From an optimization exercise on the open Yosys and OpenROAD flow, aimed at small area, a short achievable clock period and few clock cycles per item; shortcuts taken in it are not production practice. Power figures rest on the tool's default switching activity, not on a simulated workload.

## red
==> flow/design.v <==
`timescale 1ns/1ps
`default_nettype none
package xoodoo_pkg;
        localparam int STATE_W = 384;
        localparam int LANE_W = 32;
        localparam int NUM_ROUNDS = 12;
        localparam logic [NUM_ROUNDS*12-1:0] ROUND_CONSTANTS = {
                12'h012, 12'h1A0, 12'h0F0, 12'h380,
                12'h02C, 12'h060, 12'h014, 12'h120,
                12'h0D0, 12'h3C0, 12'h038, 12'h058
        };
endpackage
`default_nettype wire
`timescale 1ns/1ps
`default_nettype none
package cyclist_pkg;
        localparam int BLOCK_BYTES = 16;
        localparam logic [1:0] OP_INIT    = 2'd0;
        localparam logic [1:0] OP_ABSORB  = 2'd1;
        localparam logic [1:0] OP_SQUEEZE = 2'd2;
        localparam logic [7:0] CD_FIRST_ABSORB = 8'h01;
        localparam logic [7:0] PAD_BYTE = 8'h01;
endpackage
`default_nettype wire
`timescale 1ns/1ps
`default_nettype none
module xoodoo_round (
        input  logic [11:0]  rc,
        input  logic [383:0] state_in,
        output logic [383:0] state_out
);
        function automatic logic [31:0] rotl(input logic [31:0] a, input integer n);
                rotl = (a << n) | (a >> (32 - n));
        endfunction
        logic [3:0][31:0] p;
        logic [3:0][31:0] e;
        logic [11:0][31:0] theta;
        logic [11:0][31:0] rho_w;
        logic [11:0][31:0] chi;
        logic [11:0][31:0] rho_e;
        always_comb begin
                for (int x = 0; x < 4; x++) begin
                        p[x] = state_in[32*x +: 32] ^ state_in[32*(x+4) +: 32] ^ state_in[32*(x+8) +: 32];
                end
                for (int x = 0; x < 4; x++) begin
                        e[x] = rotl(p[(x + 3) % 4], 5) ^ rotl(p[(x + 3) % 4], 14);
                end
                for (int i = 0; i < 12; i++) begin
                        theta[i] = state_in[32*i +: 32] ^ e[i % 4];
                end
                for (int x = 0; x < 4; x++) begin
                        rho_w[x]     = theta[x];
                        rho_w[4 + x] = theta[4 + (x + 3) % 4];
                        rho_w[8 + x] = rotl(theta[8 + x], 11);
                end
                rho_w[0] = theta[0] ^ {20'h0, rc};
                for (int x = 0; x < 4; x++) begin
                        chi[x]     = rho_w[x]     ^ (~rho_w[4 + x] & rho_w[8 + x]);
                        chi[4 + x] = rho_w[4 + x] ^ (~rho_w[8 + x] & rho_w[x]);
                        chi[8 + x] = rho_w[8 + x] ^ (~rho_w[x]     & rho_w[4 + x]);
                end
                for (int x = 0; x < 4; x++) begin
                        rho_e[x]     = chi[x];
                        rho_e[4 + x] = rotl(chi[4 + x], 1);
                        rho_e[8 + x] = rotl(chi[8 + (x + 2) % 4], 8);
                end
                for (int i = 0; i < 12; i++) begin
                        state_out[32*i +: 32] = rho_e[i];
                end
        end
endmodule
`default_nettype wire
`timescale 1ns/1ps
`default_nettype none
module xoodoo_permute #(
        parameter int ROUNDS_PER_CYCLE = 2,
        parameter int GRP_W            = 3
) (
        input  logic [GRP_W-1:0] grp,
        input  logic [383:0]     state_in,
        output logic [383:0]     state_out
);
        logic [ROUNDS_PER_CYCLE:0][383:0]  stage;
        logic [ROUNDS_PER_CYCLE-1:0][11:0] rc;
        assign stage[0] = state_in;
        for (genvar k = 0; k < ROUNDS_PER_CYCLE; k++) begin : g_round
                assign rc[k] = xoodoo_pkg::ROUND_CONSTANTS[12*(int'(grp) * ROUNDS_PER_CYCLE + k) +: 12];
                xoodoo_round u_round (
                        .rc        (rc[k]),
                        .state_in  (stage[k]),
                        .state_out (stage[k+1])
                );
        end
        assign state_out = stage[ROUNDS_PER_CYCLE];
endmodule
`default_nettype wire
`timescale 1ns/1ps
`default_nettype none
module cyclist_state (
        input  logic         eph1,
        input  logic         rst,
        input  logic         zero,
        input  logic         use_perm,
        input  logic         absorb,
        input  logic [127:0] block,
        input  logic         first,
        input  logic         capture_digest,
        input  logic [383:0] perm_out,
        output logic [383:0] state,
        output logic [127:0] digest
);
        logic [383:0] base;
        logic [383:0] inj;
        logic [383:0] state_r;
        assign base = zero ? '0 : (use_perm ? perm_out : state_r);
        always_comb begin
                inj = '0;
                if (absorb) begin
                        inj[127:0]   = block;
                        inj[135:128] = cyclist_pkg::PAD_BYTE;
                        inj[383:376] = first ? cyclist_pkg::CD_FIRST_ABSORB : 8'h00;
                end
        end
        always_ff @(posedge eph1) begin
                state_r <= base ^ inj;
        end
        always_ff @(posedge eph1) begin
                if (rst) begin
                        digest <= '0;
                end else if (capture_digest) begin
                        digest <= base[127:0];
                end
        end
        assign state = state_r;
endmodule
`default_nettype wire
`timescale 1ns/1ps
`default_nettype none
module cyclist_ctrl #(
        parameter int NUM_GROUPS = 12,
        parameter int GRP_W      = 4
) (
        input  logic             eph1,
        input  logic             rst,
        input  logic             start,
        input  logic [1:0]       op,
        output logic             zero,
        output logic             use_perm,
        output logic             absorb,
        output logic             first,
        output logic             capture_digest,
        output logic [GRP_W-1:0] grp,
        output logic             pad_in,
        output logic             busy,
        output logic             done
);
        localparam logic [GRP_W-1:0] LAST = GRP_W'(NUM_GROUPS - 1);
        logic             run;
        logic [GRP_W-1:0] cnt;
        logic             sqp;
        logic             phase_up;
        logic accept;
        logic last;
        logic acc_init;
        logic acc_absorb;
        logic acc_squeeze;
        assign accept      = start && !busy && !rst;
        assign last        = run && (cnt == LAST);
        assign acc_init    = accept && (op == cyclist_pkg::OP_INIT);
        assign acc_absorb  = accept && (op == cyclist_pkg::OP_ABSORB);
        assign acc_squeeze = accept && (op == cyclist_pkg::OP_SQUEEZE);
        assign grp    = cnt;
        assign pad_in = run && sqp && (cnt == '0);
        assign use_perm       = run;
        assign absorb         = acc_absorb;
        assign capture_digest = (acc_squeeze && !phase_up) || (last && sqp);
        always_ff @(posedge eph1) begin
                if (rst) begin
                        zero <= 1'b1;
                end else begin
                        zero <= acc_init;
                end
        end
        always_ff @(posedge eph1) begin
                if (rst) begin
                        run      <= 1'b0;
                        cnt      <= '0;
                        sqp      <= 1'b0;
                        phase_up <= 1'b1;
                        first    <= 1'b1;
                        busy     <= 1'b0;
                        done     <= 1'b0;
                end else if (run && !last) begin
                        cnt <= cnt + 1'b1;
                        if (!sqp && (cnt + 1'b1 == LAST)) begin
                                busy <= 1'b0;
                                done <= 1'b1;
                        end else begin
                                busy <= 1'b1;
                                done <= 1'b0;
                        end
                end else if (last && sqp) begin
                        run  <= 1'b0;
                        sqp  <= 1'b0;
                        busy <= 1'b0;
                        done <= 1'b1;
                end else begin
                        run  <= 1'b0;
                        busy <= 1'b0;
                        done <= 1'b0;
                        if (accept) begin
                                case (op)
                                        cyclist_pkg::OP_INIT: begin
                                                phase_up <= 1'b1;
                                                first    <= 1'b1;
                                                done     <= 1'b1;
                                        end
                                        cyclist_pkg::OP_ABSORB: begin
                                                phase_up <= 1'b0;
                                                first    <= 1'b0;
                                                run      <= 1'b1;
                                                cnt      <= '0;
                                                sqp      <= 1'b0;
                                                busy     <= (NUM_GROUPS > 1);
                                                done     <= (NUM_GROUPS == 1);
                                        end
                                        cyclist_pkg::OP_SQUEEZE: begin
                                                phase_up <= 1'b1;
                                                if (!phase_up) begin
                                                        done <= 1'b1;
                                                end else begin
                                                        run  <= 1'b1;
                                                        cnt  <= '0;
                                                        sqp  <= 1'b1;
                                                        busy <= 1'b1;
                                                end
                                        end
                                        default: begin
                                                done <= 1'b1;
                                        end
                                endcase
                        end
                end
        end
endmodule
`default_nettype wire
`timescale 1ns/1ps
`default_nettype none
module xoodyak_hash_top #(
        parameter int ROUNDS_PER_CYCLE = 1
) (
        input  logic         eph1,
        input  logic         rst,
        input  logic         start,
        input  logic [129:0] cmd,
        output logic         busy,
        output logic         done,
        output logic [127:0] digest
);
        localparam int NUM_GROUPS = xoodoo_pkg::NUM_ROUNDS / ROUNDS_PER_CYCLE;
        localparam int GRP_W      = (NUM_GROUPS > 1) ? $clog2(NUM_GROUPS) : 1;
        logic             zero;
        logic             use_perm;
        logic             absorb;
        logic             first;
        logic             capture_digest;
        logic [GRP_W-1:0] grp;
        logic             pad_in;
        logic [383:0] state;
        logic [383:0] perm_in;
        logic [383:0] perm_out;
        cyclist_ctrl #(
                .NUM_GROUPS (NUM_GROUPS),
                .GRP_W      (GRP_W)
        ) u_ctrl (
                .eph1           (eph1),
                .rst            (rst),
                .start          (start),
                .op             (cmd[129:128]),
                .zero           (zero),
                .use_perm       (use_perm),
                .absorb         (absorb),
                .first          (first),
                .capture_digest (capture_digest),
                .grp            (grp),
                .pad_in         (pad_in),
                .busy           (busy),
                .done           (done)
        );
        cyclist_state u_state (
                .eph1           (eph1),
                .rst            (rst),
                .zero           (zero),
                .use_perm       (use_perm),
                .absorb         (absorb),
                .block          (cmd[127:0]),
                .first          (first),
                .capture_digest (capture_digest),
                .perm_out       (perm_out),
                .state          (state),
                .digest         (digest)
        );
        assign perm_in = {state[383:1], state[0] ^ pad_in};
        xoodoo_permute #(
                .ROUNDS_PER_CYCLE (ROUNDS_PER_CYCLE),
                .GRP_W            (GRP_W)
        ) u_permute (
                .grp       (grp),
                .state_in  (perm_in),
                .state_out (perm_out)
        );
endmodule
`default_nettype wire
==> flow/config.mk <==
export PLATFORM = sky130hd
export DESIGN_NAME = xoodyak_hash_top
export DESIGN_NICKNAME = xoodyak_hash_top
export VERILOG_FILES = /design/flow/design.v
export SDC_FILE = /design/flow/constraint.sdc
export NUM_CORES = 4
export LEC_CHECK = 0
export CAP_MARGIN = 20
export CORE_MARGIN = 2
export CORE_UTILIZATION = 28
export PLACE_DENSITY = 0.5
export SLEW_MARGIN = 20
==> flow/constraint.sdc <==
create_clock -name core_clock -period 10.0 [get_ports {eph1}]
set_input_delay 2.0000 -clock core_clock [delete_from_list [all_inputs] [get_ports {eph1}]]
set_output_delay 2.0000 -clock core_clock [all_outputs]
set_load 0.01 [all_outputs]
standard.sh (not shown) runs the stock make flow with config.mk's settings and CLKGATE_MAP_FILE= SYNTH_SCRIPT=/design/flow/synth_recipe.tcl, a recipe that flattens the netlist after the stock synthesis.
==> flow/flow/run.sh <==
#!/bin/bash
set -o pipefail
bash standard.sh SETUP_SLACK_MARGIN=6.8 finish > flow_make.log 2>&1
--- input diff red..blue ---
--- a/flow/design.v
+++ b/flow/design.v
@@ -100,5 +100,5 @@
         input  logic         eph1,
         input  logic         rst,
-        input  logic         zero,
+        input  logic         clear_state,
         input  logic         use_perm,
         input  logic         absorb,
@@ -113,5 +113,5 @@
         logic [383:0] inj;
         logic [383:0] state_r;
-        assign base = zero ? '0 : (use_perm ? perm_out : state_r);
+        assign base = use_perm ? perm_out : state_r;
         always_comb begin
                 inj = '0;
@@ -123,5 +123,9 @@
         end
         always_ff @(posedge eph1) begin
-                state_r <= base ^ inj;
+                if (clear_state) begin
+                        state_r <= '0;
+                end else begin
+                        state_r <= base ^ inj;
+                end
         end
         always_ff @(posedge eph1) begin
@@ -138,6 +142,6 @@
 `default_nettype none
 module cyclist_ctrl #(
-        parameter int NUM_GROUPS = 12,
-        parameter int GRP_W      = 4
+        parameter int NUM_GROUPS = 6,
+        parameter int GRP_W      = 3
 ) (
         input  logic             eph1,
@@ -145,5 +149,5 @@
         input  logic             start,
         input  logic [1:0]       op,
-        output logic             zero,
+        output logic             clear_state,
         output logic             use_perm,
         output logic             absorb,
@@ -170,16 +174,11 @@
         assign acc_absorb  = accept && (op == cyclist_pkg::OP_ABSORB);
         assign acc_squeeze = accept && (op == cyclist_pkg::OP_SQUEEZE);
-        assign grp    = cnt;
-        assign pad_in = run && sqp && (cnt == '0);
-        assign use_perm       = run;
+        assign grp    = run ? cnt : '0;
+        assign pad_in = !run && phase_up;
+        assign clear_state    = rst || acc_init;
+        assign use_perm       = run || (acc_squeeze && phase_up);
         assign absorb         = acc_absorb;
-        assign capture_digest = (acc_squeeze && !phase_up) || (last && sqp);
-        always_ff @(posedge eph1) begin
-                if (rst) begin
-                        zero <= 1'b1;
-                end else begin
-                        zero <= acc_init;
-                end
-        end
+        assign capture_digest = (acc_squeeze && (!phase_up || (NUM_GROUPS == 1))) ||
+                                (last && sqp);
         always_ff @(posedge eph1) begin
                 if (rst) begin
@@ -227,9 +226,9 @@
                                         cyclist_pkg::OP_SQUEEZE: begin
                                                 phase_up <= 1'b1;
-                                                if (!phase_up) begin
+                                                if (!phase_up || (NUM_GROUPS == 1)) begin
                                                         done <= 1'b1;
                                                 end else begin
                                                         run  <= 1'b1;
-                                                        cnt  <= '0;
+                                                        cnt  <= GRP_W'(1);
                                                         sqp  <= 1'b1;
                                                         busy <= 1'b1;
@@ -260,5 +259,5 @@
         localparam int NUM_GROUPS = xoodoo_pkg::NUM_ROUNDS / ROUNDS_PER_CYCLE;
         localparam int GRP_W      = (NUM_GROUPS > 1) ? $clog2(NUM_GROUPS) : 1;
-        logic             zero;
+        logic             clear_state;
         logic             use_perm;
         logic             absorb;
@@ -278,5 +277,5 @@
                 .start          (start),
                 .op             (cmd[129:128]),
-                .zero           (zero),
+                .clear_state    (clear_state),
                 .use_perm       (use_perm),
                 .absorb         (absorb),
@@ -291,5 +290,5 @@
                 .eph1           (eph1),
                 .rst            (rst),
-                .zero           (zero),
+                .clear_state    (clear_state),
                 .use_perm       (use_perm),
                 .absorb         (absorb),
## What came out
- Across blue and red, none had a timing, DRC or antenna violation.
- On fraction of power spent switching nets, the higher figure sits with blue, not red.
- Synthesis-stage register bit count: red vs blue, no meaningful difference
- Between blue and red, it is blue whose sum of met2 wire segment lengths after detailed routing is higher, by 15%.
- Part of the Yosys area used for sequential elements in blue is 2.2 points higher than in red
- Between blue and red, the layout buffering overhead excluding clock cells is higher for blue.
- Routed wire length ends up lower on red.
- Delta (blue minus red): wire length of the first global-routing pass increased by about 5.6% relative to the old numbers; leakage power of the design decreased by about 6% relative to the old numbers; maximum frequency from static timing analysis decreased by 5.2% relative to the old numbers; routability congestion estimate from global placement increased by 0.014 relative to the old numbers.
Function was not checked in any run of this note: the RTL went through the layout flow alone.

[what the ideal ports hide]
No port has a modelled driver above. Below, the same layouts with a new extraction and two added sets of constraints.
Step 1, drivers: a clkbuf_16 drives eph1 and a buf_2 each remaining input, both assumed.
Step 2, shift: input delay + t, output delay - t, t = (earliest + latest rising clock arrival at the registers) / 2. This alone moves slack from input paths to output paths.
Three values: ideal ports, drivers, drivers and shift; two values: the first two.
run | t, ns | setup WS [ns] | worst slew at a driven data input, ns
red | 0.717 | 6.791 / 6.761 / 6.133 | 0.07
blue | 0.726 | 6.613 / 6.613 / 5.986 | 0.20
After both steps setup and hold are still met in every run listed. The setup slack of red, which loses most, moves by -0.030 ns with the drivers and by -0.658 ns with both steps.
